Context: an optimization exercise on an open-source flow, tuned for small area, a short achievable clock period and few clock cycles per item. The choices shown serve that exercise and are no tape-out recipe.
The RTL was checked by simulation tests, not by an equivalence proof against the original design.
Power and IR drop assume default switching activity.

==> module wqe_fetch_top, before the edit <==
module wqe_fetch_top
#(
    parameter int MAX_QP   = 16,
    parameter int SQ_DEPTH = 4096,
    parameter int BODY     = 32          
)(
    input  logic                  clk,
    input  logic                  rst_n,
    output logic                  o_fetch_ready,
    input  logic                  i_arbit_val,
    input  logic [QPID_WIDTH-1:0] i_qp_idx,
    input  logic [MAX_QP-1:0]     i_active,
    input  logic [MAX_QP-1:0]     i_wqe_cache_alfull,
    input  logic [ADDR_WIDTH-1:0] i_sq_base,
    output logic [ADDR_WIDTH-1:0] o_axi_araddr,
    output logic                  o_axi_arvalid,
    input  logic                  i_axi_arready,
    input  logic [WQE_WIDTH-1:0]  i_axi_rdata,
    input  logic                  i_axi_rvalid,
    output logic                  o_axi_rready,
    output logic                  o_wqe_cache_wr,
    output logic [WQE_WIDTH-1:0]  o_wqe,
    input  logic [MAX_QP-1:0]     i_wqe_cache_full
);
    localparam int PI_WIDTH = $clog2(SQ_DEPTH);
    localparam int BA       = $clog2(BODY);
    localparam int OFF_LSB  = $clog2(WQE_BYTES);
    localparam int OFF_W    = ADDR_WIDTH - OFF_LSB;
    logic                  g_valid;
    logic [MAX_QP-1:0]     g_sel;       
    logic [QPID_WIDTH-1:0] g_qp;
    logic [PI_WIDTH-1:0]   sq_pi  [MAX_QP];
    logic                  pi_init;
    logic                  ar_valid;
    logic [OFF_W-1:0]      ar_addr;
    logic                  hd_vld;
    logic [MAX_QP-1:0]     hd_sel;      
    logic [QPID_WIDTH-1:0] hd_qp;
    logic [QPID_WIDTH-1:0] body [BODY];
    logic [BA:0]           bwp;
    logic [BA:0]           brp;
    logic                  req_ok_q;
    logic                  fr_a;
    logic                  grant;
    logic                  xfer;
    logic                  ar_fire;
    logic                  push;
    logic                  body_empty;   
    logic                  body_full;    
    logic                  to_head;
    logic [PI_WIDTH-1:0]   cur_pi;
    logic [QPID_WIDTH-1:0] hd_nxt;
    function automatic logic [OFF_W-1:0] prefix_add(input logic [OFF_W-1:0] a,
                                                    input logic [OFF_W-1:0] b);
        logic [OFF_W-1:0] g;
        logic [OFF_W-1:0] p;
        logic [OFF_W-1:0] gg;
        logic [OFF_W-1:0] pp;
        g  = a & b;
        p  = a ^ b;
        gg = g;
        pp = p;
        for (int l = 1; l < OFF_W; l = l * 2)
            for (int i = 0; i < OFF_W; i++)
                if ((i / l) % 2 == 1)
                begin
                    gg[i] = gg[i] | (pp[i] & gg[(i / l) * l - 1]);
                    pp[i] = pp[i] & pp[(i / l) * l - 1];
                end
        prefix_add = p ^ {gg[OFF_W-2:0], 1'b0};
    endfunction
    assign xfer          = g_valid & ~body_full & (~ar_valid | i_axi_arready);
    assign o_fetch_ready = fr_a | (req_ok_q & ~body_full & i_axi_arready);
    logic                  req_ok;
    logic                  g_valid_d;
    logic                  ar_valid_d;
    logic [BA:0]           bwp_d;
    logic [BA:0]           brp_d;
    logic                  body_full_d;
    logic                  body_empty_d;
    assign req_ok      = (|i_active) & ~(&i_wqe_cache_alfull);
    assign g_valid_d   = grant | (g_valid & ~xfer);
    assign ar_valid_d  = xfer | (ar_valid & ~ar_fire);
    assign bwp_d       = bwp + (BA+1)'(xfer & ~to_head);
    assign brp_d       = brp + (BA+1)'(push & ~body_empty);
    assign body_full_d  = (bwp_d == {~brp_d[BA], brp_d[BA-1:0]});
    assign body_empty_d = (bwp_d == brp_d);
    assign grant         = i_arbit_val & o_fetch_ready;
    assign ar_fire       = ar_valid & i_axi_arready;
    always_comb
    begin
        cur_pi = '0;
        g_qp   = '0;
        for (int q = 0; q < MAX_QP; q++)
        begin
            if (g_sel[q])
                cur_pi = cur_pi | sq_pi[q];
            if (g_sel[q])
                g_qp = g_qp | QPID_WIDTH'(q);
        end
    end
    assign to_head       = ~hd_vld | (push & body_empty);
    always_ff @(posedge clk or negedge rst_n)
    begin
        if (!rst_n)
        begin
            g_valid  <= 1'b0;
            pi_init  <= 1'b0;
            ar_valid <= 1'b0;
            hd_vld   <= 1'b0;
            bwp      <= '0;
            brp      <= '0;
            req_ok_q <= 1'b0;
            fr_a     <= 1'b0;
            body_full  <= 1'b0;
            body_empty <= 1'b1;
        end
        else
        begin
            req_ok_q <= req_ok;
            fr_a     <= req_ok & (~g_valid_d | (~body_full_d & ~ar_valid_d));
            body_full  <= body_full_d;
            body_empty <= body_empty_d;
            if (grant)
                g_valid <= 1'b1;
            else if (xfer)
                g_valid <= 1'b0;
            pi_init  <= 1'b1;
            if (xfer)
                ar_valid <= 1'b1;
            else if (ar_fire)
                ar_valid <= 1'b0;
            if (xfer)
                hd_vld <= 1'b1;
            else if (push & body_empty)
                hd_vld <= 1'b0;
            bwp <= bwp_d;
            brp <= brp_d;
        end
    end
    always_ff @(posedge clk)
    begin
        if (grant)
            g_sel <= MAX_QP'(1) << i_qp_idx;
        for (int q = 0; q < MAX_QP; q++)
            if (~pi_init | (xfer & g_sel[q]))
                sq_pi[q] <= pi_init ? cur_pi + 1'b1 : '0;
        if (xfer)
        begin
            ar_addr <= prefix_add(i_sq_base[ADDR_WIDTH-1:OFF_LSB], OFF_W'({g_qp, cur_pi}));
        end
        if (xfer & ~to_head)
            body[bwp[BA-1:0]] <= g_qp;
        if ((xfer & to_head) | push)
        begin
            hd_sel <= MAX_QP'(1) << hd_nxt;
        end
    end
    assign o_axi_arvalid = ar_valid;
    assign o_axi_araddr  = {ar_addr, i_sq_base[OFF_LSB-1:0]};
    assign hd_nxt = (xfer & to_head) ? g_qp : body[brp[BA-1:0]];
    always_comb
    begin
        hd_qp = '0;
        for (int q = 0; q < MAX_QP; q++)
            if (hd_sel[q])
                hd_qp = hd_qp | QPID_WIDTH'(q);
    end
    assign o_wqe_cache_wr = i_axi_rvalid & hd_vld;
    assign o_axi_rready   = ~|(i_wqe_cache_full & hd_sel);
    assign push           = o_wqe_cache_wr & o_axi_rready;
    assign o_wqe          = {{PAD_WIDTH{1'b0}}, hd_qp, i_axi_rdata[QPID_LSB-1:0]};
endmodule
export LEC_CHECK = 0
export CAP_MARGIN = 0
export CORE_AREA = 10 10 410 410
export DIE_AREA = 0 0 420 420
export SETUP_SLACK_MARGIN = 4.0
export SLEW_MARGIN = 0
create_clock -name core_clock -period 8.0 [get_ports {clk}]
standard.sh (not shown) runs the stock make flow with config.mk's settings and CLKGATE_MAP_FILE= SYNTH_SCRIPT=/design/flow/synth_recipe.tcl, a recipe that flattens the netlist after the stock synthesis.
==> flow/flow/run.sh <==
#!/bin/bash
# Standard layout with four changes: port buffers are buf_1, constant outputs share
# tie cells through per-port buffers (flow/ties.tcl), o_axi_rready gets a shallow
# cone of its own (flow/rready.tcl), and CTS adds no dummy loads.
set -euo pipefail
here=$(pwd)
export BUFFER_PORTS_ARGS="-buffer_cell sky130_fd_sc_hd__buf_1"
export POST_GLOBAL_PLACE_TCL=$here/flow/ties.tcl
export POST_FLOORPLAN_TCL=$here/flow/rready.tcl
export CTS_ARGS="-sink_clustering_enable -repair_clock_nets -dont_use_dummy_load -buf_list {sky130_fd_sc_hd__clkbuf_4 sky130_fd_sc_hd__clkbuf_8} -sink_clustering_size 10 -sink_clustering_max_diameter 50"
bash standard.sh > standard.log 2>&1
Other scripts of this flow, unchanged in this note and not shown: flow/flow/rready.tcl, flow/flow/ties.tcl
Testbench counts at the start, summed over its fixed seeds: cycles 11,267, items 8,000.
Next try:
--- a/flow/design.v
+++ b/flow/design.v
@@ -52,9 +52,9 @@
     logic                  g_valid;
     logic [MAX_QP-1:0]     g_sel;       
     logic [QPID_WIDTH-1:0] g_qp;
     logic [PI_WIDTH-1:0]   sq_pi  [MAX_QP];
-    logic                  pi_init;
+    logic [MAX_QP-1:0]     pi_vld;
     logic                  ar_valid;
     logic [OFF_W-1:0]      ar_addr;
     logic                  hd_vld;
     logic [MAX_QP-1:0]     hd_sel;      
@@ -115,9 +115,9 @@
         cur_pi = '0;
         g_qp   = '0;
         for (int q = 0; q < MAX_QP; q++)
         begin
-            if (g_sel[q])
+            if (g_sel[q] & pi_vld[q])
                 cur_pi = cur_pi | sq_pi[q];
             if (g_sel[q])
                 g_qp = g_qp | QPID_WIDTH'(q);
         end
@@ -127,9 +127,9 @@
     begin
         if (!rst_n)
         begin
             g_valid  <= 1'b0;
-            pi_init  <= 1'b0;
+            pi_vld   <= '0;
             ar_valid <= 1'b0;
             hd_vld   <= 1'b0;
             bwp      <= '0;
             brp      <= '0;
@@ -147,9 +147,10 @@
             if (grant)
                 g_valid <= 1'b1;
             else if (xfer)
                 g_valid <= 1'b0;
-            pi_init  <= 1'b1;
+            if (xfer)
+                pi_vld <= pi_vld | g_sel;
             if (xfer)
                 ar_valid <= 1'b1;
             else if (ar_fire)
                 ar_valid <= 1'b0;
@@ -165,10 +166,10 @@
     begin
         if (grant)
             g_sel <= MAX_QP'(1) << i_qp_idx;
         for (int q = 0; q < MAX_QP; q++)
-            if (~pi_init | (xfer & g_sel[q]))
-                sq_pi[q] <= pi_init ? cur_pi + 1'b1 : '0;
+            if (xfer & g_sel[q])
+                sq_pi[q] <= cur_pi + 1'b1;
         if (xfer)
         begin
             ar_addr <= prefix_add(i_sq_base[ADDR_WIDTH-1:OFF_LSB], OFF_W'({g_qp, cur_pi}));
         end
Result:
- power falls by 7.6%
- count of clock-buffer cells in the layout does not change
- sequential power drops by 7.7%
- worst setup slack gains 0.027 ns
- non-clock buffer count is higher by 9
- first-iteration DRC count fell by 5.7%
- clock skew decreases by 0.093 ns
- clock power barely changes
- routed wire length is higher by 2.8%
- fmax grows by 0.68%
- core utilization increases by 0.52 points
- cell area grows by 3.9%
- via count grows by 5.7%
- sequential cell count is higher by 15
Testbench counts after the change, summed over its fixed seeds: cycles 11,267, items 8,000.

[afterwards: timing with drivers on the ports]
The flow's constraints put no driver on any port. The routed layouts listed below were extracted and timed again, unchanged, in two steps.
Step 1 assumes that a clkbuf_16 drives the clock port and a buf_2 every other input.
Step 2 times the ports against the registers' clock, not the clock port: input delays grow and output delays shrink by t, the midpoint of the rising clock arrivals with the driver on.
Slacks: no drivers / after step 1 / after step 2; pairs: no drivers / after step 1.
| run | shift t [ns] | slack for setup (ns) | hold slack, ns |
|---|---|---|---|
| the first run | 0.653 | 4.056 / 4.028 / 3.486 | 0.504 / 0.504 / 0.504 |
| the second run | 0.651 | 4.083 / 3.947 / 3.535 | 0.537 / 0.537 / 0.537 |
After both steps setup and hold are still met in every run listed. For the first run, which loses most, drivers alone change the setup slack by -0.028 ns; drivers and shift together by -0.570 ns.
